Background: an optimization exercise with open tools, aiming at small area, a short achievable clock period and few clock cycles. Do not read the settings as production practice. RTL that was checked went through simulation tests only; none was proved equivalent to the original.

==> flow/design.v <==
`default_nettype none
package path_geom_pkg;
	typedef logic [8-1:0] coord_t;
	typedef struct packed
	{
		coord_t x;
		coord_t y;
	} node_t;  
	typedef logic [16-1:0] cost_t;  
	typedef struct packed
	{
		node_t start_node;
		node_t goal_node;
	} search_cfg_t;
endpackage
`default_nettype wire
`default_nettype none
package sort_ctrl_pkg;
	typedef logic [$clog2(16)-1:0] list_idx_t;  
	typedef logic [$clog2(16+1)-1:0] list_count_t;  
	typedef enum logic [2:0]
	{
		st_idle,
		st_fetch,
		st_compare,
		st_swap,
		st_advance,
		st_finished
	} sort_state_t;
endpackage
`default_nettype wire
`default_nettype none
`timescale 1ns/1ps
module node_store
(
	input wire logic Clk,
	input wire logic Reset,
	input wire logic clear,
	input wire logic load_valid,
	input wire path_geom_pkg::node_t load_node,
	input wire logic [16-5:0] new_cost,
	input wire sort_ctrl_pkg::list_idx_t rd_index,
	output path_geom_pkg::node_t rd_node
);
	localparam int depth = 16;
	localparam int idx_w = $clog2(16);
	localparam int cnt_w = $clog2(16+1);
	localparam int cost_w = 16-4;
	function automatic logic cost_gt(input logic [cost_w-1:0] a, input logic [cost_w-1:0] b);
		logic g;
		g = 1'b0;
		for (int k = 0; k < cost_w; k++)
			g = (a[k] & ~b[k]) | ((a[k] | ~b[k]) & g);
		cost_gt = g;
	endfunction
	logic [2*8-1:0] nodes [0:depth-1];  
	logic [cost_w-1:0] costs [0:depth-1];  
	logic [cnt_w-1:0] fill_count;  
	logic [cnt_w-1:0] ranked_count;  
	logic pending;  
	path_geom_pkg::node_t pending_node;
	logic do_append;
	logic [depth-1:0] not_above;  
	logic [cnt_w-1:0] new_rank;
	assign do_append = load_valid && !clear && (fill_count != cnt_w'(depth));
	always_ff @(posedge Clk or posedge Reset)
	begin
		if (Reset)
		begin
			fill_count <= '0;
			ranked_count <= '0;
			pending <= 1'b0;
		end
		else if (clear)
		begin
			fill_count <= '0;  
			ranked_count <= '0;
			pending <= 1'b0;
		end
		else
		begin
			if (do_append)
				fill_count <= fill_count + cnt_w'(1);
			if (pending)
				ranked_count <= ranked_count + cnt_w'(1);
			pending <= do_append;
		end
	end
	always_ff @(posedge Clk)
	begin
		pending_node <= load_node;
	end
	always_comb
	begin
		for (int i = 0; i < depth; i++)
			not_above[i] = (ranked_count > cnt_w'(i)) && !cost_gt(costs[i], new_cost);
		new_rank = '0;
		for (int i = 0; i < depth; i++)
			new_rank = new_rank + cnt_w'(not_above[i]);
	end
	always_ff @(posedge Clk)
	begin
		if (pending)
			costs[ranked_count[idx_w-1:0]] <= new_cost;
		if (pending && new_rank == '0)
			nodes[0] <= pending_node;
		for (int i = 1; i < depth; i++)
		begin
			if (pending && new_rank <= cnt_w'(i))
				nodes[i] <= (new_rank == cnt_w'(i)) ? pending_node : nodes[i-1];
		end
	end
	assign rd_node = nodes[rd_index];
endmodule
`default_nettype wire
`default_nettype none
`timescale 1ns/1ps
module octile_cost
(
	input wire logic Clk,
	input wire path_geom_pkg::node_t node,
	input wire path_geom_pkg::search_cfg_t cfg,
	output logic [16-5:0] half_cost
);
	localparam int sum_w = 8 + 1;
	logic [8-1:0] dx_s;
	logic [8-1:0] dy_s;
	logic [8-1:0] dx_g;
	logic [8-1:0] dy_g;
	logic [sum_w-1:0] hi_sum;
	logic [sum_w-1:0] lo_sum;
	logic [sum_w-1:0] hi_q;
	logic [sum_w-1:0] lo_q;
	function automatic logic [8-1:0] abs_diff(input logic [8-1:0] a, input logic [8-1:0] b);
		logic [8:0] d;
		d = {1'b0, a} - {1'b0, b};
		abs_diff = (d[8-1:0] ^ {8{d[8]}}) + 8'(d[8]);
	endfunction
	always_comb
	begin
		dx_s = abs_diff(node.x, cfg.start_node.x);
		dy_s = abs_diff(node.y, cfg.start_node.y);
		dx_g = abs_diff(node.x, cfg.goal_node.x);
		dy_g = abs_diff(node.y, cfg.goal_node.y);
		hi_sum = ((dx_s > dy_s) ? {1'b0, dx_s} : {1'b0, dy_s}) + ((dx_g > dy_g) ? {1'b0, dx_g} : {1'b0, dy_g});
		lo_sum = ((dx_s > dy_s) ? {1'b0, dy_s} : {1'b0, dx_s}) + ((dx_g > dy_g) ? {1'b0, dy_g} : {1'b0, dx_g});
	end
	always_ff @(posedge Clk)
	begin
		hi_q <= hi_sum;
		lo_q <= lo_sum;
	end
	assign half_cost = {hi_q, 2'b00} + {2'b00, hi_q} + {1'b0, lo_q, 1'b0};
endmodule
`default_nettype wire
`default_nettype none
`timescale 1ns/1ps
module bubble_sort_ctrl
(
	input wire logic Clk,
	input wire logic Reset,
	input wire logic start,
	input wire logic clear,
	output logic busy,
	output logic done
);
	always_ff @(posedge Clk or posedge Reset)
	begin
		if (Reset)
			done <= 1'b0;
		else if (clear)
			done <= 1'b0;  
		else if (start)
			done <= 1'b1;  
	end
	assign busy = 1'b0;
endmodule
`default_nettype wire
`default_nettype none
`timescale 1ns/1ps
module open_list_sorter_top
(
	input wire logic Clk,
	input wire logic Reset,
	input wire path_geom_pkg::search_cfg_t cfg,
	input wire logic clear,
	input wire logic load_valid,
	input wire path_geom_pkg::node_t load_node,
	input wire logic start,
	input wire sort_ctrl_pkg::list_idx_t rd_index,
	output path_geom_pkg::node_t rd_node,
	output logic busy,
	output logic done
);
	logic [16-5:0] new_cost;
	octile_cost cost_unit
	(
		.Clk(Clk),
		.node(load_node),
		.cfg(cfg),
		.half_cost(new_cost)
	);
	node_store store
	(
		.Clk(Clk),
		.Reset(Reset),
		.clear(clear),
		.load_valid(load_valid),
		.load_node(load_node),
		.new_cost(new_cost),
		.rd_index(rd_index),
		.rd_node(rd_node)
	);
	bubble_sort_ctrl ctrl
	(
		.Clk(Clk),
		.Reset(Reset),
		.start(start),
		.clear(clear),
		.busy(busy),
		.done(done)
	);
endmodule
`default_nettype wire
Settings: LEC_CHECK=0, CAP_MARGIN=20, CORE_MARGIN=2, CORE_UTILIZATION=40, SETUP_SLACK_MARGIN=5, SLEW_MARGIN=20; clock period 12.0 ns.
run.sh (not shown) runs the stock make flow with config.mk's settings and CLKGATE_MAP_FILE= SYNTH_SCRIPT=/design/flow/synth_recipe.tcl, a recipe that flattens the netlist after the stock synthesis.
Rerun with:
--- a/flow/design.v
+++ b/flow/design.v
@@ -51,19 +51,18 @@
 		g = 1'b0;
 		for (int k = 0; k < cost_w; k++)
 			g = (a[k] & ~b[k]) | ((a[k] | ~b[k]) & g);
 		cost_gt = g;
 	endfunction
-	logic [2*8-1:0] nodes [0:depth-1];  
-	logic [cost_w-1:0] costs [0:depth-1];  
+	logic [2*8-1:0] nodes [0:depth-1];
+	logic [cost_w-1:0] costs [0:depth-1];
 	logic [cnt_w-1:0] fill_count;  
 	logic [cnt_w-1:0] ranked_count;  
 	logic pending;  
 	path_geom_pkg::node_t pending_node;
 	logic do_append;
-	logic [depth-1:0] not_above;  
-	logic [cnt_w-1:0] new_rank;
+	logic [depth:0] after;  
 	assign do_append = load_valid && !clear && (fill_count != cnt_w'(depth));
 	always_ff @(posedge Clk or posedge Reset)
 	begin
 		if (Reset)
 		begin
@@ -90,26 +89,28 @@
 	begin
 		pending_node <= load_node;
 	end
 	always_comb
 	begin
+		after[0] = 1'b1;
 		for (int i = 0; i < depth; i++)
-			not_above[i] = (ranked_count > cnt_w'(i)) && !cost_gt(costs[i], new_cost);
-		new_rank = '0;
-		for (int i = 0; i < depth; i++)
-			new_rank = new_rank + cnt_w'(not_above[i]);
+			after[i+1] = (ranked_count <= cnt_w'(i)) || cost_gt(costs[i], new_cost);  
 	end
 	always_ff @(posedge Clk)
 	begin
-		if (pending)
-			costs[ranked_count[idx_w-1:0]] <= new_cost;
-		if (pending && new_rank == '0)
+		if (pending && after[1])
+		begin
 			nodes[0] <= pending_node;
+			costs[0] <= new_cost;
+		end
 		for (int i = 1; i < depth; i++)
 		begin
-			if (pending && new_rank <= cnt_w'(i))
-				nodes[i] <= (new_rank == cnt_w'(i)) ? pending_node : nodes[i-1];
+			if (pending && after[i+1])
+			begin
+				nodes[i] <= after[i] ? nodes[i-1] : pending_node;
+				costs[i] <= after[i] ? costs[i-1] : new_cost;
+			end
 		end
 	end
 	assign rd_node = nodes[rd_index];
 endmodule
 `default_nettype wire
Result: The changed run ran to the end with no violations. Critical path depth came out lower by 22. Wire length came out lower slightly. Synthesized area came out higher by a few percent. Clock-buffer cell count came out higher by 2.
Function was not checked in any run of this note: the RTL went through the layout flow alone.

## JK
Another version of the RTL of open_list_sorter_top (not shown whole).
Size: ~500 flip-flops.
==> module node_store, before the edit <==
module node_store
(
	input wire logic Clk,
	input wire logic Reset,
	input wire logic clear,
	input wire logic load_valid,
	input wire path_geom_pkg::node_t load_node,
	input wire logic [16-5:0] new_cost,
	input wire sort_ctrl_pkg::list_idx_t rd_index,
	output path_geom_pkg::node_t rd_node
);
	localparam int depth = 16;
	localparam int idx_w = $clog2(16);
	localparam int cnt_w = $clog2(16+1);
	localparam int cost_w = 16-4;
	function automatic logic cost_gt(input logic [cost_w-1:0] a, input logic [cost_w-1:0] b);
		logic g;
		g = 1'b0;
		for (int k = 0; k < cost_w; k++)
			g = (a[k] & ~b[k]) | ((a[k] | ~b[k]) & g);
		cost_gt = g;
	endfunction
	logic [2*8-1:0] nodes [0:depth-1];  
	logic [cost_w-1:0] costs [0:depth-2];
	logic [cnt_w-1:0] fill_count;  
	logic [cnt_w-1:0] ranked_count;  
	logic pending;  
	path_geom_pkg::node_t pending_node;
	logic do_append;
	logic [depth-2:0] not_above;  
	logic [idx_w-1:0] new_rank;
	function automatic logic [1:0] fa(input logic a, input logic b, input logic c);
		fa = {(a & b) | (a & c) | (b & c), a ^ b ^ c};
	endfunction
	function automatic logic [3:0] count15(input logic [14:0] v);
		logic [1:0] l1 [0:4];
		logic [1:0] t0;
		logic [1:0] t1;
		logic [1:0] u0;
		logic [1:0] u1;
		logic [1:0] y;
		logic [1:0] z;
		logic [1:0] r;
		logic [1:0] q;
		logic [1:0] b2;
		for (int k = 0; k < 5; k++)
			l1[k] = fa(v[3*k], v[3*k+1], v[3*k+2]);
		t0 = fa(l1[0][0], l1[1][0], l1[2][0]);  
		t1 = fa(l1[3][0], l1[4][0], 1'b0);
		u0 = fa(l1[0][1], l1[1][1], l1[2][1]);  
		u1 = fa(l1[3][1], l1[4][1], 1'b0);
		y = fa(t0[0], t1[0], 1'b0);  
		z = fa(u0[0], u1[0], t0[1]);  
		r = fa(z[0], t1[1], y[1]);  
		q = fa(u0[1], u1[1], z[1]);  
		b2 = fa(q[0], r[1], 1'b0);  
		count15 = {q[1] | b2[1], b2[0], r[0], y[0]};
	endfunction
	assign do_append = load_valid && !clear && (fill_count != cnt_w'(depth));
	always_ff @(posedge Clk or posedge Reset)
	begin
		if (Reset)
		begin
			fill_count <= '0;
			ranked_count <= '0;
			pending <= 1'b0;
		end
		else if (clear)
		begin
			fill_count <= '0;  
			ranked_count <= '0;
			pending <= 1'b0;
		end
		else
		begin
			if (do_append)
				fill_count <= fill_count + cnt_w'(1);
			if (pending)
				ranked_count <= ranked_count + cnt_w'(1);
			pending <= do_append;
		end
	end
	always_ff @(posedge Clk)
	begin
		pending_node <= load_node;
	end
	always_comb
	begin
		for (int i = 0; i < depth-1; i++)
			not_above[i] = (ranked_count > cnt_w'(i)) && !cost_gt(costs[i], new_cost);
		new_rank = count15(not_above);
	end
	always_ff @(posedge Clk)
	begin
		for (int i = 0; i < depth-1; i++)
			if (pending && ranked_count[idx_w-1:0] == idx_w'(i))
				costs[i] <= new_cost;
		if (pending && new_rank == '0)
			nodes[0] <= pending_node;
		for (int i = 1; i < depth; i++)
		begin
			if (pending && new_rank <= idx_w'(i))
				nodes[i] <= (new_rank == idx_w'(i)) ? pending_node : nodes[i-1];
		end
	end
	assign rd_node = nodes[rd_index];
endmodule
export LEC_CHECK = 0
export CAP_MARGIN = 20
export CORE_MARGIN = 2
export CORE_UTILIZATION = 40
export CTS_BUF_LIST = sky130_fd_sc_hd__clkbuf_16
export CTS_CLUSTER_DIAMETER = 80
export CTS_CLUSTER_SIZE = 28
export SETUP_SLACK_MARGIN = 5
export SLEW_MARGIN = 20
create_clock -name core_clock -period 12.0 [get_ports {Clk}]
standard.sh (not shown) runs the stock make flow with config.mk's settings and CLKGATE_MAP_FILE= SYNTH_SCRIPT=/design/flow/synth_recipe.tcl, a recipe that flattens the netlist after the stock synthesis.
==> flow/flow/run.sh <==
#!/bin/bash
set -o pipefail
bash standard.sh SETUP_SLACK_MARGIN=5.6 'BUFFER_PORTS_ARGS=-buffer_cell sky130_fd_sc_hd__buf_2' finish > standard.log 2>&1
JK reached the end of the flow, and the finished layout is clean on the timing, design-rule and antenna checks.
## Diff of input files: MS against JK
diff --git a/flow/design.v b/flow/design.v
--- a/flow/design.v
+++ b/flow/design.v
@@ -53,42 +53,14 @@
 			g = (a[k] & ~b[k]) | ((a[k] | ~b[k]) & g);
 		cost_gt = g;
 	endfunction
-	logic [2*8-1:0] nodes [0:depth-1];  
+	logic [2*8-1:0] nodes [0:depth-1];
 	logic [cost_w-1:0] costs [0:depth-2];
 	logic [cnt_w-1:0] fill_count;  
 	logic [cnt_w-1:0] ranked_count;  
 	logic pending;  
 	path_geom_pkg::node_t pending_node;
 	logic do_append;
-	logic [depth-2:0] not_above;  
-	logic [idx_w-1:0] new_rank;
-	function automatic logic [1:0] fa(input logic a, input logic b, input logic c);
-		fa = {(a & b) | (a & c) | (b & c), a ^ b ^ c};
-	endfunction
-	function automatic logic [3:0] count15(input logic [14:0] v);
-		logic [1:0] l1 [0:4];
-		logic [1:0] t0;
-		logic [1:0] t1;
-		logic [1:0] u0;
-		logic [1:0] u1;
-		logic [1:0] y;
-		logic [1:0] z;
-		logic [1:0] r;
-		logic [1:0] q;
-		logic [1:0] b2;
-		for (int k = 0; k < 5; k++)
-			l1[k] = fa(v[3*k], v[3*k+1], v[3*k+2]);
-		t0 = fa(l1[0][0], l1[1][0], l1[2][0]);  
-		t1 = fa(l1[3][0], l1[4][0], 1'b0);
-		u0 = fa(l1[0][1], l1[1][1], l1[2][1]);  
-		u1 = fa(l1[3][1], l1[4][1], 1'b0);
-		y = fa(t0[0], t1[0], 1'b0);  
-		z = fa(u0[0], u1[0], t0[1]);  
-		r = fa(z[0], t1[1], y[1]);  
-		q = fa(u0[1], u1[1], z[1]);  
-		b2 = fa(q[0], r[1], 1'b0);  
-		count15 = {q[1] | b2[1], b2[0], r[0], y[0]};
-	endfunction
+	logic [depth:0] after;  
 	assign do_append = load_valid && !clear && (fill_count != cnt_w'(depth));
 	always_ff @(posedge Clk or posedge Reset)
 	begin
@@ -119,22 +91,28 @@
 	end
 	always_comb
 	begin
+		after[0] = 1'b1;
 		for (int i = 0; i < depth-1; i++)
-			not_above[i] = (ranked_count > cnt_w'(i)) && !cost_gt(costs[i], new_cost);
-		new_rank = count15(not_above);
+			after[i+1] = (ranked_count <= cnt_w'(i)) || cost_gt(costs[i], new_cost);  
+		after[depth] = 1'b1;
 	end
 	always_ff @(posedge Clk)
 	begin
-		for (int i = 0; i < depth-1; i++)
-			if (pending && ranked_count[idx_w-1:0] == idx_w'(i))
-				costs[i] <= new_cost;
-		if (pending && new_rank == '0)
+		if (pending && after[1])
+		begin
 			nodes[0] <= pending_node;
-		for (int i = 1; i < depth; i++)
+			costs[0] <= new_cost;
+		end
+		for (int i = 1; i < depth-1; i++)
 		begin
-			if (pending && new_rank <= idx_w'(i))
-				nodes[i] <= (new_rank == idx_w'(i)) ? pending_node : nodes[i-1];
+			if (pending && after[i+1])
+			begin
+				nodes[i] <= after[i] ? nodes[i-1] : pending_node;
+				costs[i] <= after[i] ? costs[i-1] : new_cost;
+			end
 		end
+		if (pending)
+			nodes[depth-1] <= after[depth-1] ? nodes[depth-2] : pending_node;
 	end
 	assign rd_node = nodes[rd_index];
 endmodule
### Flow results
Against JK, MS comes in 14 points lower on final clock period utilization by the worst path.
Core box area, MS vs JK: up by a few percent
Going from JK to MS, total die area grows by about 6.5%.
Wire length (higher): JK
In the flow results for JK and MS, the fraction of area in clock buffers and inverters is larger on MS.
Mean area per synthesized cell in MS is 1.5% below JK.
Re number of enable flip-flop cells after synthesis: no difference whatsoever between MS and JK.
MS falls short of JK in wire length of the first global-routing pass.
Testbench counts of MS, summed over its fixed seeds: cycles 1,744.
For JK, only the layout was checked, not whether the RTL still works.

[separate check: timing with driven ports]
How much do the figures lean on ideal ports? The routed layouts below were timed once more, with nothing changed but the port constraints. Step 1: set_driving_cell puts a clkbuf_16 on Clk and a buf_2 on each other input, an assumption about the parent block. Step 2 times the ports against the registers' clock, not the clock port: input delays grow and output delays shrink by t, the midpoint of the rising clock arrivals with the driver on. Slacks: no drivers / after step 1 / after step 2; pairs: no drivers / after step 1.
run	shift t [ns]	setup WS [ns]	latest minus earliest clock arrival (ns)	slew at the worst register clock pin (ns)	worst data-port slew with drivers (ns)
the first run of note 1	0.676	3.733 / 3.733 / 3.733	0.070 / 0.069	0.07 / 0.07	0.06
the second run of note 1	0.677	5.079 / 5.057 / 4.447	0.045 / 0.045	0.07 / 0.07	0.06
JK	0.683	3.990 / 3.990 / 3.990	0.059 / 0.060	0.12 / 0.12	0.14
MS	0.670	5.647 / 5.615 / 5.281	0.038 / 0.039	0.11 / 0.11	0.03
After both steps setup and hold are still met in every run listed. For the second run of note 1, which loses most, drivers alone change the setup slack by -0.022 ns; drivers and shift together by -0.632 ns.
